Background: an optimization exercise with open tools, aiming at a short achievable clock period and few clock cycles per item. Do not read the settings as production practice. In this exercise RTL edits were held to simulation tests only and were not proved equivalent to the original. Power is estimated from default activity; no workload was simulated.

==> 09-13: inputs <==
## datapath
module datapath #(
  parameter isa_pkg::word_t PC_INIT = '0
) (
  input  wire logic           CLK,
  input  wire logic           nRST,
  output isa_pkg::word_t      imem_addr_o,
  input  isa_pkg::word_t      imem_load_i,
  input  wire logic           ihit_i,
  output logic                dmem_ren_o,
  output logic                dmem_wen_o,
  output isa_pkg::word_t      dmem_addr_o,
  output isa_pkg::word_t      dmem_store_o,
  input  isa_pkg::word_t      dmem_load_i,
  input  wire logic           dhit_i,
  output logic                halt_o
);
==> flow/config.mk <==
export PLATFORM = sky130hd
export DESIGN_NAME = datapath
export DESIGN_NICKNAME = datapath
export VERILOG_FILES = /design/flow/design.v
export SDC_FILE = /design/flow/constraint.sdc
export NUM_CORES = 4
export LEC_CHECK = 0
export CAP_MARGIN = 20
export CORE_MARGIN = 2
export CORE_UTILIZATION = 45
export PLACE_DENSITY = 0.55
export SLEW_MARGIN = 20
export TNS_END_PERCENT = 100
==> flow/constraint.sdc <==
create_clock -name core_clock -period 9.0 [get_ports {CLK}]
set_input_delay 1.8000 -clock core_clock [delete_from_list [all_inputs] [get_ports {CLK}]]
set_output_delay 1.8000 -clock core_clock [all_outputs]
set_load 0.01 [all_outputs]
standard.sh (not shown) runs the stock make flow with config.mk's settings and CLKGATE_MAP_FILE= SYNTH_SCRIPT=/design/flow/synth_recipe.tcl, a recipe that flattens the netlist after the stock synthesis.
==> flow/flow/run.sh <==
#!/bin/bash
set -euo pipefail
cd "$(dirname "$0")/.."
bash standard.sh SETUP_SLACK_MARGIN=6.0 ABC_CLOCK_PERIOD_IN_PS=2800 \
  "BUFFER_PORTS_ARGS=-buffer_cell sky130_fd_sc_hd__buf_4" finish > make_finish.log 2>&1
==> 09-22: changes against 09-13 <==
Settings changed: CORE_UTILIZATION 45 to 50, PLACE_DENSITY 0.55 to 0.6.
==> run notes <==
* Length of routed met2 wiring at 119,000 um
* WHS Endpoint: dx_bi[1]$_DFFE_PP_
* Critical Path AT at 1.41 ns
* Total power at 22.3 mW
* Outcome: complete, no violations
* Non-clk bufs at 509
* DP HPWL at 147,000 um
* FF+latch area at 42,000 sq um
* Final Skew at 0.0360 ns
* Reg2reg path depth at 9
the above is filed under 09-22

==> run notes <==
* Reg2reg path depth at 10
* Dpl ws at 4.19 ns
* Critical Setup Path Class: reg -> out
* Total power at 22.7 mW
* WHS Endpoint: dx_bi[4]$_DFFE_PP_
* Initial antenna violation count at 20
* Internal at 15.0 mW
* Final Skew at 0.0409 ns
* Length of routed met2 wiring at 126,000 um
* R2r setup slk at 5.79 ns
* DP HPWL at 155,000 um
* Outcome: complete, no violations
* Buf/Inv on CP at 2
* Critical Path AT at 1.56 ns
* Sequential cell count at 1,427
* FF+latch area at 42,000 sq um
the above is filed under 09-13

Testbench counts of 09-13, summed over its fixed seeds: cycles 118,958, instrs 113,530.
Testbench counts of 09-22, summed over its fixed seeds: cycles 118,958, instrs 113,530.

---

==> run R <==
datapath, a different RTL version from the one above (not shown whole).
Settings: LEC_CHECK=0, CAP_MARGIN=20, CORE_MARGIN=2, CORE_UTILIZATION=30, PLACE_DENSITY=0.45, SLEW_MARGIN=20, TNS_END_PERCENT=100; clock period 9.0 ns.
==> flow/flow/run.sh <==
#!/bin/bash
set -euo pipefail
cd "$(dirname "$0")/.."
bash standard.sh SETUP_SLACK_MARGIN=6.0 ABC_CLOCK_PERIOD_IN_PS=2800 finish > make_finish.log 2>&1
==> run F: changes against run R <==
--- a/flow/design.v
+++ b/flow/design.v
@@ -254,18 +254,18 @@
   logic       f_j, f_br, f_halt, f_pred;
   logic [9:0] f_pc4, f_btgt, f_next;
   assign f_op   = imem_load_i[31:26];
   assign f_j    = (f_op == isa_pkg::J);
   assign f_br   = (f_op == isa_pkg::BEQ) || (f_op == isa_pkg::BNE);
   assign f_halt = (f_op == isa_pkg::HALT);
   assign f_pc4  = pc + 10'd1;
   assign f_btgt = f_pc4 + imem_load_i[9:0];
-  assign f_pred = f_br && (imem_load_i[15] ||
-                           ((f_op == isa_pkg::BNE) != (imem_load_i[25:21] == imem_load_i[20:16])));
+  assign f_pred = f_br && ((f_op == isa_pkg::BNE) || imem_load_i[15] ||
+                           (imem_load_i[25:21] == imem_load_i[20:16]));
   assign f_next = f_halt ? pc :
                   f_j    ? imem_load_i[9:0] :
                   f_pred ? f_btgt : f_pc4;
   assign imem_addr_o = {20'd0, pc, 2'b00};
   isa_pkg::regbits_t d_rs, d_rt, d_st, d_wsel;
   logic              d_use_imm, d_sub, d_sel_add, d_sel_and, d_sel_or, d_sel_slt;
   logic              d_dren, d_dwen, d_halt, d_br, d_bne;
   isa_pkg::word_t    d_imm, rdat1, rdat2;
@@ -396,21 +396,22 @@
         dx_br   <= 1'b0;
       end else begin
         dx_wsel <= d_wsel;
         dx_dren <= d_dren;
         dx_dwen <= d_dwen;
         dx_halt <= d_halt;
         dx_br   <= d_br;
       end
-      if (mispredict) pc <= dx_alt;
-      else if (!stall) pc <= f_next;
-      if (mispredict) fd_valid <= 1'b0;
-      else if (!stall) fd_valid <= 1'b1;
-      if (!stall) begin
+      if (mispredict) begin
+        pc       <= dx_alt;
+        fd_valid <= 1'b0;
+      end else if (!stall) begin
+        pc       <= f_next;
+        fd_valid <= 1'b1;
         fd_instr <= imem_load_i;
         fd_pred  <= f_pred;
         fd_alt   <= f_pred ? f_pc4 : f_btgt;
       end
     end
   end
   always_ff @(posedge CLK, negedge nRST) begin
     if (!nRST) begin
==> flow/run.sh (new file) <==
#!/bin/bash
# synth_recipe.tcl (not shown) runs the flow's synth.tcl, then flattens the netlist and writes it again
# the make line also repeats each setting of config.mk as NAME=value (left out here)
make -C /OpenROAD-flow-scripts/flow DESIGN_CONFIG=/design/flow/config.mk WORK_HOME=/design/flow/orfs CLKGATE_MAP_FILE= SYNTH_SCRIPT=/design/flow/synth_recipe.tcl finish
--- a/flow/config.mk
+++ b/flow/config.mk
@@ -5,9 +5,8 @@
 export SDC_FILE = /design/flow/constraint.sdc
 export NUM_CORES = 4
 export LEC_CHECK = 0
 export CAP_MARGIN = 20
 export CORE_MARGIN = 2
 export CORE_UTILIZATION = 30
 export PLACE_DENSITY = 0.45
 export SLEW_MARGIN = 20
-export TNS_END_PERCENT = 100
removed: flow/flow/run.sh
removed: flow/standard.sh
==> run G: changes against run R <==
--- a/flow/design.v
+++ b/flow/design.v
@@ -254,18 +254,18 @@
   logic       f_j, f_br, f_halt, f_pred;
   logic [9:0] f_pc4, f_btgt, f_next;
   assign f_op   = imem_load_i[31:26];
   assign f_j    = (f_op == isa_pkg::J);
   assign f_br   = (f_op == isa_pkg::BEQ) || (f_op == isa_pkg::BNE);
   assign f_halt = (f_op == isa_pkg::HALT);
   assign f_pc4  = pc + 10'd1;
   assign f_btgt = f_pc4 + imem_load_i[9:0];
-  assign f_pred = f_br && (imem_load_i[15] ||
-                           ((f_op == isa_pkg::BNE) != (imem_load_i[25:21] == imem_load_i[20:16])));
+  assign f_pred = f_br && ((f_op == isa_pkg::BNE) || imem_load_i[15] ||
+                           (imem_load_i[25:21] == imem_load_i[20:16]));
   assign f_next = f_halt ? pc :
                   f_j    ? imem_load_i[9:0] :
                   f_pred ? f_btgt : f_pc4;
   assign imem_addr_o = {20'd0, pc, 2'b00};
   isa_pkg::regbits_t d_rs, d_rt, d_st, d_wsel;
   logic              d_use_imm, d_sub, d_sel_add, d_sel_and, d_sel_or, d_sel_slt;
   logic              d_dren, d_dwen, d_halt, d_br, d_bne;
   isa_pkg::word_t    d_imm, rdat1, rdat2;
@@ -396,21 +396,22 @@
         dx_br   <= 1'b0;
       end else begin
         dx_wsel <= d_wsel;
         dx_dren <= d_dren;
         dx_dwen <= d_dwen;
         dx_halt <= d_halt;
         dx_br   <= d_br;
       end
-      if (mispredict) pc <= dx_alt;
-      else if (!stall) pc <= f_next;
-      if (mispredict) fd_valid <= 1'b0;
-      else if (!stall) fd_valid <= 1'b1;
-      if (!stall) begin
+      if (mispredict) begin
+        pc       <= dx_alt;
+        fd_valid <= 1'b0;
+      end else if (!stall) begin
+        pc       <= f_next;
+        fd_valid <= 1'b1;
         fd_instr <= imem_load_i;
         fd_pred  <= f_pred;
         fd_alt   <= f_pred ? f_pc4 : f_btgt;
       end
     end
   end
   always_ff @(posedge CLK, negedge nRST) begin
     if (!nRST) begin
==> flow/run.sh (new file) <==
#!/bin/bash
# synth_recipe.tcl (not shown) runs the flow's synth.tcl, then flattens the netlist and writes it again
# the make line also repeats each setting of config.mk as NAME=value (left out here)
make -C /OpenROAD-flow-scripts/flow DESIGN_CONFIG=/design/flow/config.mk WORK_HOME=/design/flow/orfs CLKGATE_MAP_FILE= SYNTH_SCRIPT=/design/flow/synth_recipe.tcl finish
==> flow/config.mk (replaced) <==
export PLATFORM = sky130hd
export DESIGN_NAME = datapath
export DESIGN_NICKNAME = datapath
export VERILOG_FILES = /design/flow/design.v
export SDC_FILE = /design/flow/constraint.sdc
export NUM_CORES = 4
export LEC_CHECK = 0
export ABC_CLOCK_PERIOD_IN_PS = 3000
export CAP_MARGIN = 20
export CORE_MARGIN = 2
export CORE_UTILIZATION = 30
export PLACE_DENSITY = 0.45
export SETUP_SLACK_MARGIN = 5.0
export SLEW_MARGIN = 20
export TNS_END_PERCENT = 100
removed: flow/flow/run.sh
removed: flow/standard.sh
==> comparison table <==
| metric | run R | run F | run G |
|---|---|---|---|
| Outcome | complete, no violations | complete, no violations | complete, no violations |
| Most prevalent standard cell on the critical path | sky130_fd_sc_hd__a21oi_2 | - | sky130_fd_sc_hd__nand2_1 |
| Launch point of the worst reg-to-reg path | dx_fb[0] | dx_fb[0] | fd_instr[18] |
| Period Utilization, post-route | 41.4% | 66.0% | 45.8% |
| Destination of the worst hold path | dx_pred | dx_alt[7] | dx_alt[1] |
| Internal reg-to-reg setup slack | 5280 ps | 3060 ps | 4880 ps |
| Non-clock buffer total of the final layout | 976 | 359 | 409 |
| Cell count after synthesis | 6396 | 6319 | 6319 |
| Layout overhead on the synthesized area | 30.4% | 15.4% | 16.9% |
| Met1 GRT Util | 39.4% | 37.4% | 37.4% |
| Multiplexer share of the synthesized area | 19.1% | 19.2% | 19.2% |
| Vias in the first global route | 59600 | 55900 | 57100 |
| Sequential portion of the cell area | 36.3% | 41.0% | 40.5% |
| Portion of total power attributed to sequential cells | 30.2% | 35.8% | 35.3% |
| Clock tree skew after final layout | 30.9 ps | 47.2 ps | 31.2 ps |
| Simple-Gate Fraction of Synth Area | 8.82% | 8.77% | 8.77% |
| Critical path capture point | xm_alu[26] | dx_halt | dx_b[14] |
| Total CTS buffers | 148 | 150 | 150 |
| Adder-cell share of the synthesized area | 1.96% | 1.96% | 1.96% |
| Via density per instance | 6.32 | 6.22 | 6.23 |
| Post-Route M1 WL | 144000 um | 136000 um | 137000 um |
| Internal | 13700 uW | 12000 uW | 12300 uW |
| Post-synthesis compound-gate area fraction | 17.2% | 17.1% | 17.1% |
| FF+latch area | 32200 um2 | 32100 um2 | 32200 um2 |
Testbench counts of run R, summed over its fixed seeds: cycles 120,060, instrs 113,530.
Testbench counts of run F, summed over its fixed seeds: cycles 120,368, instrs 113,530.
Testbench counts of run G, summed over its fixed seeds: cycles 120,368, instrs 113,530.

[re-timing with driven ports]
How much do the figures lean on ideal ports? The routed layouts below were timed once more, with nothing changed but the port constraints. Step 1, drivers: a clkbuf_16 drives CLK and a buf_2 each remaining input, both assumed. Step 2 adds t to the input delays and takes it off the output delays; t is the mean of the earliest and latest rising clock arrival at the registers after step 1. Input paths then give back, and output paths get back, about the clock's delay inside the block. Slacks: ideal / step 1 / step 2; pairs: ideal / step 1.
| run | shift t [ns] | slack for setup (ns) | hold slack, ns | worst setup path after step 2 | clock arrival spread, ns |
|---|---|---|---|---|---|
| 09-13 | 0.877 | 5.642 / 5.563 / 4.968 | 0.421 / 0.421 / 0.421 | input to register | 0.057 / 0.057 |
| 09-22 | 0.879 | 5.792 / 5.715 / 5.034 | 0.416 / 0.416 / 0.416 | input to register | 0.041 / 0.041 |
| run R | 0.922 | 5.277 / 5.277 / 4.746 | 0.471 / 0.471 / 0.471 | input to register | 0.042 / 0.042 |
| run F | 0.934 | 3.062 / 3.062 / 3.062 | 0.467 / 0.467 / 0.467 | register to register | 0.047 / 0.047 |
| run G | 0.906 | 4.879 / 4.879 / 4.452 | 0.468 / 0.468 / 0.468 | input to register | 0.037 / 0.038 |
After both steps setup and hold are still met in every run listed. For 09-22, which loses most, drivers alone change the setup slack by -0.077 ns; drivers and shift together by -0.758 ns.
